This is an optimization exercise on Yosys and OpenROAD, whose aim is small area, not a production implementation.
Only simulation tests tie the RTL to the original design; equivalence was not proved.
Power is estimated from default activity; no workload was simulated.

==> inputs of job 4560 <==
Design servo_recipe_pwm_sequencer, start of the top module:
module servo_recipe_pwm_sequencer #(
  parameter int RECIPE_DEPTH = srps_pkg::RECIPE_DEPTH_DEF
) (
  input  logic                          clk,
  input  logic                          rst_n,
  input  logic                          in_valid,
  output logic                          in_ready,
  input  srps_pkg::in_item_t            in_data,
  output logic                          out_valid,
  input  logic                          out_ready,
  output srps_pkg::out_item_t           out_data,
  input  logic                          psel,
  input  logic                          penable,
  input  logic                          pwrite,
  input  logic [srps_pkg::CFG_AW-1:0]   paddr,
  input  logic [srps_pkg::CFG_DW-1:0]   pwdata,
  output logic [srps_pkg::CFG_DW-1:0]   prdata,
  output logic                          pready
);
Settings: LEC_CHECK=0, CAP_MARGIN=20, CORE_MARGIN=2, CORE_UTILIZATION=70, GPL_TIMING_DRIVEN=0, PLACE_DENSITY=0.8, SLEW_MARGIN=20; clock period 9.0 ns.
standard.sh (not shown) runs the stock make flow with config.mk's settings and CLKGATE_MAP_FILE= SYNTH_SCRIPT=/design/flow/synth_recipe.tcl, a recipe that flattens the netlist after the stock synthesis.
==> flow/flow/run.sh <==
#!/bin/bash
# Layout flow: the standard flow (standard.sh) with these changes.
#  - Synthesis maps the logic with the area-oriented ABC script in
#    flow/abc_area.script and without Yosys's full-adder extraction. Flip-flops
#    are mapped before ABC runs, so registers, their names and cell types are
#    those of the standard synthesis.
#  - Port buffering uses the smallest buffer, sky130_fd_sc_hd__buf_1.
#  - Clock tree synthesis uses clkbuf_8 sink clusters and inserts no dummy
#    loads.
# Each step's full output goes to its own log here; ORFS's logs are under orfs/.
set -euo pipefail
cd "$(dirname "${BASH_SOURCE[0]}")/.."
W=$PWD
rm -rf "$W/scripts_area"
cp -r "$FLOW_HOME/scripts" "$W/scripts_area"
cp "$W/flow/abc_area.script" "$W/scripts_area/abc_area.script"
bash standard.sh SCRIPTS_DIR="$W/scripts_area" ABC_AREA=1 ADDER_MAP_FILE= synth > "$W/synth.log" 2>&1
bash standard.sh "BUFFER_PORTS_ARGS=-buffer_cell sky130_fd_sc_hd__buf_1" \
  "CTS_ARGS=-sink_clustering_enable -repair_clock_nets -sink_clustering_size 20 -sink_clustering_max_diameter 44 -buf_list sky130_fd_sc_hd__clkbuf_8 -dont_use_dummy_load" \
  finish > "$W/layout.log" 2>&1
==> flow/flow/abc_area.script <==
&get -n
&deepsyn -T 120
&put
dch -f
amap
mfs2
strash
dch -f
amap
topo
stime -c
==> job 7030 (differences from job 4560) <==
--- a/flow/design.v
+++ b/flow/design.v
@@ -160,16 +160,15 @@
   logic        mov_sel_r;
   logic [4:0]  loop_cnt_r;
   logic [4:0]  loop_head_r;
   logic [18:0] dly_o_r;
   logic [4:0]  dly_j_r;
   logic [4:0]  dly_n_r;
   logic [4:0]  pos_r;
-  logic [19:0] pw_r;     
-  logic        pw_sat_r;   
+  logic [19:0] pw_r;
   logic [19:0] cnt1_r;   
   logic        res_pend_r;
   logic        out_valid_r;
   srps_pkg::out_item_t out_r;
   logic load_out, acc, is_write, is_tick, is_restart;
   assign load_out   = res_pend_r && (!out_valid_r || out_ready);
   assign in_ready   = !res_pend_r || !out_valid_r || out_ready;
@@ -250,25 +249,41 @@
       mov_sel_r <= mov_sel_nxt;
     end
   end
   always_ff @(posedge clk) begin
     if (!rst_n) begin
       cursor_r   <= '0;
       loop_cnt_r <= '0;
+      dly_j_r    <= '0;
+      dly_n_r    <= '0;
       pos_r      <= '0;
     end else begin
       cursor_r <= cursor_nxt;
       if (is_tick) begin
         pos_r <= pos_mov;
       end
       if (is_restart) begin
         loop_cnt_r <= '0;
       end
       if (is_tick) begin
-        if (!waiting && !halted) begin
+        if (waiting) begin
+          if (dly_j_r == '0) begin
+            dly_j_r <= dly_n_r;
+          end else begin
+            dly_j_r <= dly_j_dec[4:0];
+          end
+        end else if (!halted) begin
+          if (op_mov) begin
+            dly_j_r <= trav_m1;
+            dly_n_r <= trav_m1;
+          end
+          if (op_wait) begin
+            dly_j_r <= arg;
+            dly_n_r <= arg;
+          end
           if (op_loop && loop_cnt_r == '0) begin
             loop_cnt_r <= arg;
           end
           if (end_jump) begin
             loop_cnt_r <= loop_dec[4:0];
           end
         end
@@ -276,34 +291,14 @@
     end
   end
   always_ff @(posedge clk) begin
     if (step_go && op_loop) begin
       loop_head_r <= cur_inc[4:0];
     end
   end
-  always_ff @(posedge clk) begin
-    if (is_tick) begin
-      if (waiting) begin
-        if (dly_j_r == '0) begin
-          dly_j_r <= dly_n_r;
-        end else begin
-          dly_j_r <= dly_j_dec[4:0];
-        end
-      end else if (!halted) begin
-        if (op_mov) begin
-          dly_j_r <= trav_m1;
-          dly_n_r <= trav_m1;
-        end
-        if (op_wait) begin
-          dly_j_r <= arg;
-          dly_n_r <= arg;
-        end
-      end
-    end
-  end
   logic [7:0] wbyte;
   logic [6:0] wcode;
   logic [6:0] mem_r [32];
   logic       fwd;
   assign wbyte = in_data.write_byte;
   always_comb begin
     case (wbyte[7:5])
@@ -373,22 +368,20 @@
   assign c2 = ((br2 & cor) | (br2 & s1) | (cor & s1)) << 1;
   assign s3 = s2 ^ c2 ^ c1;
   assign c3 = ((s2 & c2) | (s2 & c1) | (c2 & c1)) << 1;
   assign add_s  = srps_pkg::rc_add({3'd0, s3}, {3'd0, c3}, 1'b0);
   assign pw_sum = add_s[20:0];
   always_ff @(posedge clk) begin
     if (!rst_n) begin
-      pw_r     <= 20'(srps_pkg::OFFSET_RST);
-      pw_sat_r <= 1'b0;
+      pw_r   <= 20'(srps_pkg::OFFSET_RST);
       cnt1_r <= 20'd1;
     end else if (is_tick) begin
       if (wrap) begin
         cnt1_r <= 20'd1;
-        pw_r     <= pw_sum[19:0];
-        pw_sat_r <= pw_sum[20];
+        pw_r   <= pw_sum[20] ? srps_pkg::PW_MAX : pw_sum[19:0];
       end else begin
         cnt1_r <= cnt1_inc[19:0];
       end
     end
   end
   always_ff @(posedge clk) begin
     if (!rst_n) begin
@@ -405,16 +398,15 @@
       end else if (out_ready) begin
         out_valid_r <= 1'b0;
       end
     end
   end
   always_ff @(posedge clk) begin
     if (load_out) begin
-      out_r.pwm_level      <= pw_sat_r ||
-                              !srps_pkg::rc_lt({4'd0, pw_r}, {4'd0, cnt1_r}) ||
+      out_r.pwm_level      <= !srps_pkg::rc_lt({4'd0, pw_r}, {4'd0, cnt1_r}) ||
                               !srps_pkg::rc_lt({4'd0, pw_r}, {4'd0, eff_per});
       out_r.position       <= pos_r;
       out_r.recipe_index   <= cursor_r;
       out_r.loop_remaining <= loop_cnt_r;
       out_r.halted         <= halted;
       out_r.waiting        <= waiting;
     end
==> summary of the runs <==
Between job 4560 and job 7030, the lower worst setup slack is in job 7030 (gap 0.069 ns).
Against job 4560, the via count of job 7030 is lower by about 1.7%.
In combinational power, job 4560 and job 7030 hardly differ.
Against job 7030, the register-to-register slack of job 4560 is better by 0.07 ns.

========
==> job 6608: inputs <==
servo_recipe_pwm_sequencer, a different RTL version from the one above (not shown whole).
Design servo_recipe_pwm_sequencer, start of the top module:
module servo_recipe_pwm_sequencer #(
  parameter int RECIPE_DEPTH = srps_pkg::RECIPE_DEPTH_DEF
) (
  input  logic                          clk,
  input  logic                          rst_n,
  input  logic                          in_valid,
  output logic                          in_ready,
  input  srps_pkg::in_item_t            in_data,
  output logic                          out_valid,
  input  logic                          out_ready,
  output srps_pkg::out_item_t           out_data,
  input  logic                          psel,
  input  logic                          penable,
  input  logic                          pwrite,
  input  logic [srps_pkg::CFG_AW-1:0]   paddr,
  input  logic [srps_pkg::CFG_DW-1:0]   pwdata,
  output logic [srps_pkg::CFG_DW-1:0]   prdata,
  output logic                          pready
);
  logic [19:0] period_r;
  logic [15:0] offset_r;
  logic [14:0] step_r;
  logic [18:0] unit_r;
  logic [18:0] settle_r;
  logic        cfg_we;
  logic [2:0]  reg_sel;
  assign pready  = 1'b1;
  assign cfg_we  = psel && penable && pwrite;
  assign reg_sel = paddr[4:2];
  always_ff @(posedge clk) begin
    if (!rst_n) begin
      period_r <= srps_pkg::PERIOD_RST;
      offset_r <= srps_pkg::OFFSET_RST;
      step_r   <= srps_pkg::STEP_RST;
      unit_r   <= srps_pkg::UNIT_RST;
      settle_r <= srps_pkg::SETTLE_RST;
    end else if (cfg_we) begin
      case (reg_sel)
        3'd0: period_r <= pwdata[19:0];
        3'd1: offset_r <= pwdata[15:0];
        3'd2: step_r   <= pwdata[14:0];
        3'd3: unit_r   <= pwdata[18:0];
        3'd4: settle_r <= pwdata[18:0];
        default: ;
      endcase
    end
  end
  always_comb begin
    case (reg_sel)
      3'd0:    prdata = {12'd0, period_r};
      3'd1:    prdata = {16'd0, offset_r};
      3'd2:    prdata = {17'd0, step_r};
      3'd3:    prdata = {13'd0, unit_r};
      3'd4:    prdata = {13'd0, settle_r};
      default: prdata = '0;
    endcase
  end
  logic [5:0]  cursor_r;
  logic [6:0]  cur_code_r;
  logic        waiting_r;
  logic        mov_sel_r;
  logic [4:0]  loop_cnt_r;
  logic [4:0]  loop_head_r;
  logic [18:0] dly_o_r;
  logic [4:0]  dly_j_r;
  logic [4:0]  dly_n_r;
  logic [4:0]  pos_r;
  logic [19:0] pw_r;
  logic [19:0] cnt_r;
  logic        res_pend_r;
  logic        out_valid_r;
  ...
clock: 9.0 ns
lec_check: 0
cap_margin: 20
core_margin: 2
core_utilization: 55
gpl_timing_driven: 0
slew_margin: 20
==> flow/flow/run.sh <==
#!/bin/bash
# Layout flow: the standard flow (standard.sh) with two changes.
#  - Synthesis maps the logic with the area-oriented ABC script in
#    flow/abc_area.script and without Yosys's full-adder extraction. Flip-flops
#    are mapped before ABC runs, so registers, their names and cell types are
#    those of the standard synthesis.
#  - Port buffering uses the smallest buffer, sky130_fd_sc_hd__buf_1.
# Each step's full output goes to its own log here; ORFS's logs are under orfs/.
set -euo pipefail
cd "$(dirname "${BASH_SOURCE[0]}")/.."
W=$PWD
rm -rf "$W/scripts_area"
cp -r "$FLOW_HOME/scripts" "$W/scripts_area"
cp "$W/flow/abc_area.script" "$W/scripts_area/abc_area.script"
bash standard.sh SCRIPTS_DIR="$W/scripts_area" ABC_AREA=1 ADDER_MAP_FILE= synth > "$W/synth.log" 2>&1
bash standard.sh "BUFFER_PORTS_ARGS=-buffer_cell sky130_fd_sc_hd__buf_1" finish > "$W/layout.log" 2>&1
==> flow/flow/abc_area.script <==
strash
dc2
dch -f
amap
mfs2
strash
dch -f
amap
topo
stime -c
==> inputs of job 8468, as changes to job 6608 <==
--- a/flow/design.v
+++ b/flow/design.v
@@ -116,26 +116,35 @@
   logic        cfg_we;
   logic [2:0]  reg_sel;
   assign pready  = 1'b1;
   assign cfg_we  = psel && penable && pwrite;
   assign reg_sel = paddr[4:2];
+  logic [19:0] wd_z;   
+  logic [19:0] wd_o;   
+  assign wd_z = pwdata[19:0] & {20{rst_n}};
+  assign wd_o = pwdata[19:0] | {20{!rst_n}};
+  function automatic logic [19:0] cfg_wd(input logic [19:0] rst_val,
+                                         input logic [19:0] z, input logic [19:0] o);
+    for (int i = 0; i < 20; i++) begin
+      cfg_wd[i] = rst_val[i] ? o[i] : z[i];
+    end
+  endfunction
   always_ff @(posedge clk) begin
-    if (!rst_n) begin
-      period_r <= srps_pkg::PERIOD_RST;
-      offset_r <= srps_pkg::OFFSET_RST;
-      step_r   <= srps_pkg::STEP_RST;
-      unit_r   <= srps_pkg::UNIT_RST;
-      settle_r <= srps_pkg::SETTLE_RST;
-    end else if (cfg_we) begin
-      case (reg_sel)
-        3'd0: period_r <= pwdata[19:0];
-        3'd1: offset_r <= pwdata[15:0];
-        3'd2: step_r   <= pwdata[14:0];
-        3'd3: unit_r   <= pwdata[18:0];
-        3'd4: settle_r <= pwdata[18:0];
-        default: ;
-      endcase
+    if (!rst_n || (cfg_we && reg_sel == 3'd0)) begin
+      period_r <= cfg_wd(20'(srps_pkg::PERIOD_RST), wd_z, wd_o);
+    end
+    if (!rst_n || (cfg_we && reg_sel == 3'd1)) begin
+      offset_r <= 16'(cfg_wd(20'(srps_pkg::OFFSET_RST), wd_z, wd_o));
+    end
+    if (!rst_n || (cfg_we && reg_sel == 3'd2)) begin
+      step_r <= 15'(cfg_wd(20'(srps_pkg::STEP_RST), wd_z, wd_o));
+    end
+    if (!rst_n || (cfg_we && reg_sel == 3'd3)) begin
+      unit_r <= 19'(cfg_wd(20'(srps_pkg::UNIT_RST), wd_z, wd_o));
+    end
+    if (!rst_n || (cfg_we && reg_sel == 3'd4)) begin
+      settle_r <= 19'(cfg_wd(20'(srps_pkg::SETTLE_RST), wd_z, wd_o));
     end
   end
   always_comb begin
     case (reg_sel)
       3'd0:    prdata = {12'd0, period_r};
@@ -146,20 +155,19 @@
       default: prdata = '0;
     endcase
   end
   logic [5:0]  cursor_r;
   logic [6:0]  cur_code_r;
-  logic        waiting_r;
   logic        mov_sel_r;
   logic [4:0]  loop_cnt_r;
   logic [4:0]  loop_head_r;
   logic [18:0] dly_o_r;
   logic [4:0]  dly_j_r;
   logic [4:0]  dly_n_r;
   logic [4:0]  pos_r;
   logic [19:0] pw_r;
-  logic [19:0] cnt_r;
+  logic [19:0] cnt1_r;   
   logic        res_pend_r;
   logic        out_valid_r;
   srps_pkg::out_item_t out_r;
   logic load_out, acc, is_write, is_tick, is_restart;
   assign load_out   = res_pend_r && (!out_valid_r || out_ready);
@@ -189,11 +197,11 @@
   logic [24:0] p_m_a;
   logic [24:0] cur_inc;
   logic [23:0] dly_o_dec;
   logic [23:0] dly_j_dec;
   logic [23:0] loop_dec;
-  assign waiting  = waiting_r;
+  assign waiting  = (dly_o_r != '0);
   assign step_go  = is_tick && !waiting && !halted;
   assign end_jump = op_end && (loop_cnt_r != '0);
   assign pos_mov  = mov_sel_r ? arg : pos_r;
   assign a_m_p     = srps_pkg::rc_add({19'd0, arg}, {19'd0, ~pos_r}, 1'b0);
   assign p_m_a     = srps_pkg::rc_add({19'd0, pos_r}, {19'd0, ~arg}, 1'b0);
@@ -233,15 +241,13 @@
   end
   assign mov_sel_nxt = (dly_o_nxt == '0) && (cur_code_nxt[6:5] == 2'b01);
   always_ff @(posedge clk) begin
     if (!rst_n) begin
       dly_o_r   <= '0;
-      waiting_r <= 1'b0;
       mov_sel_r <= 1'b0;
     end else begin
       dly_o_r   <= dly_o_nxt;
-      waiting_r <= (dly_o_nxt != '0);
       mov_sel_r <= mov_sel_nxt;
     end
   end
   always_ff @(posedge clk) begin
     if (!rst_n) begin
@@ -302,16 +308,16 @@
       3'd4:    wcode = {2'b11, wbyte[4:0]};
       3'd5:    wcode = 7'b00_00010;
       default: wcode = 7'b00_00001;
     endcase
   end
+  logic [6:0] wdata;
+  assign wdata = wcode & {7{rst_n}};
   always_ff @(posedge clk) begin
     for (int i = 0; i < 32; i++) begin
-      if (!rst_n) begin
-        mem_r[i] <= '0;
-      end else if (is_write && in_data.write_address == 5'(i)) begin
-        mem_r[i] <= wcode;
+      if (!rst_n || (is_write && in_data.write_address == 5'(i))) begin
+        mem_r[i] <= wdata;
       end
     end
   end
   assign fwd = is_write && (in_data.write_address == cursor_r[4:0]);
   always_comb begin
@@ -329,16 +335,15 @@
     end else begin
       cur_code_r <= cur_code_nxt;
     end
   end
   logic [19:0] eff_per;
-  logic [24:0] cnt_inc;
+  logic [24:0] cnt1_inc;
   logic        wrap;
-  assign eff_per = {period_r[19:1], period_r[0] | (period_r == '0)};
-  assign cnt_inc = srps_pkg::rc_inc({4'd0, cnt_r});
-  assign wrap    = !srps_pkg::rc_lt({4'd0, cnt_r}, {4'd0, period_r}) ||
-                   (cnt_inc[19:0] == period_r);
+  assign eff_per  = {period_r[19:1], period_r[0] | (period_r == '0)};
+  assign cnt1_inc = srps_pkg::rc_inc({4'd0, cnt1_r});
+  assign wrap     = !srps_pkg::rc_lt({4'd0, cnt1_r}, {4'd0, period_r});
   logic [20:0] pp [5];
   logic [20:0] ofs_x;
   logic [20:0] s1, c1, s2, c2, s3, c3, s4, c4;
   logic [24:0] add_lo, add_hi0, add_hi1;
   logic [20:0] pw_sum;
@@ -358,18 +363,18 @@
   assign add_hi0 = srps_pkg::rc_add({14'd0, s4[20:11]}, {14'd0, c4[20:11]}, 1'b0);
   assign add_hi1 = srps_pkg::rc_add({3'd0, s4}, {3'd0, c4}, 1'b0);
   assign pw_sum  = add_hi1[20:0];
   always_ff @(posedge clk) begin
     if (!rst_n) begin
-      pw_r  <= 20'(srps_pkg::OFFSET_RST);
-      cnt_r <= '0;
+      pw_r   <= 20'(srps_pkg::OFFSET_RST);
+      cnt1_r <= 20'd1;
     end else if (is_tick) begin
       if (wrap) begin
-        cnt_r <= '0;
-        pw_r  <= pw_sum[20] ? srps_pkg::PW_MAX : pw_sum[19:0];
+        cnt1_r <= 20'd1;
+        pw_r   <= pw_sum[20] ? srps_pkg::PW_MAX : pw_sum[19:0];
       end else begin
-        cnt_r <= cnt_inc[19:0];
+        cnt1_r <= cnt1_inc[19:0];
       end
     end
   end
   always_ff @(posedge clk) begin
     if (!rst_n) begin
@@ -388,11 +393,11 @@
       end
     end
   end
   always_ff @(posedge clk) begin
     if (load_out) begin
-      out_r.pwm_level      <= srps_pkg::rc_lt({4'd0, cnt_r}, {4'd0, pw_r}) ||
+      out_r.pwm_level      <= !srps_pkg::rc_lt({4'd0, pw_r}, {4'd0, cnt1_r}) ||
                               !srps_pkg::rc_lt({4'd0, pw_r}, {4'd0, eff_per});
       out_r.position       <= pos_r;
       out_r.recipe_index   <= cursor_r;
       out_r.loop_remaining <= loop_cnt_r;
       out_r.halted         <= halted;
==> flow/flow/abc_area.script (replaced) <==
&get -n
&deepsyn -T 120
&put
dch -f
amap
mfs2
strash
dch -f
amap
topo
stime -c
Settings changed: CORE_UTILIZATION 55 to 70, CTS_BUF_LIST set to sky130_fd_sc_hd__clkbuf_8, CTS_CLUSTER_DIAMETER set to 36, CTS_CLUSTER_SIZE set to 20, PLACE_DENSITY set to 0.8.
==> qor summary <==
quantity	job 8468	job 6608
Endpoint with the worst hold slack	dly_n_r[3]	mem_r[15][5]
Bufs w/o clock	130	126
Combinational gate power	1.04 mW	0.694 mW
Achievable frequency	125.1 MHz	120.3 MHz
Status	timing/DRC/antenna clean	timing/DRC/antenna clean
Critical path endpoint	pw_r[17]	cur_code_r[3]
Detailed placer's ending HPWL	42.85 mm	55.42 mm
Layout-stage area growth over the synthesis result	13.71%	15.13%
Most instantiated flip-flop cell in the synthesis netlist	edfxtp_1	dfxtp_1
Critical Path Start	mov_sel_r	out_ready
Total wirelength of the detailed-routed design	61.11 mm	76.29 mm
Top-count cell post-synth	edfxtp_1	nor2_1
CP max FO	15	22

## afterwards: timing with drivers on the ports
Ports are ideal in the flow. The routed layouts listed here were re-timed in OpenROAD. Step 1 assumes that a clkbuf_16 drives the clock port and a buf_2 every other input. Step 2 also shifts input and output timing later by t, the mid clock arrival at the registers, as if the neighbouring blocks saw the same clock. Slacks: ideal ports / drivers / drivers and shift; pairs: ideal ports / drivers.
run | shift t [ns] | setup WS [ns] | pins driven straight from the clock port
job 4560 | 0.629 | 0.909 / 0.909 / 0.797 | 1
job 7030 | 0.605 | 0.840 / 0.840 / 0.478 | 1
job 6608 | 0.645 | 0.691 / 0.726 / 0.081 | 1
job 8468 | 0.661 | 1.004 / 1.004 / 0.675 | 1
After both steps setup and hold are still met in every run listed. For job 6608, which loses most, drivers alone change the setup slack by +0.035 ns; drivers and shift together by -0.610 ns.
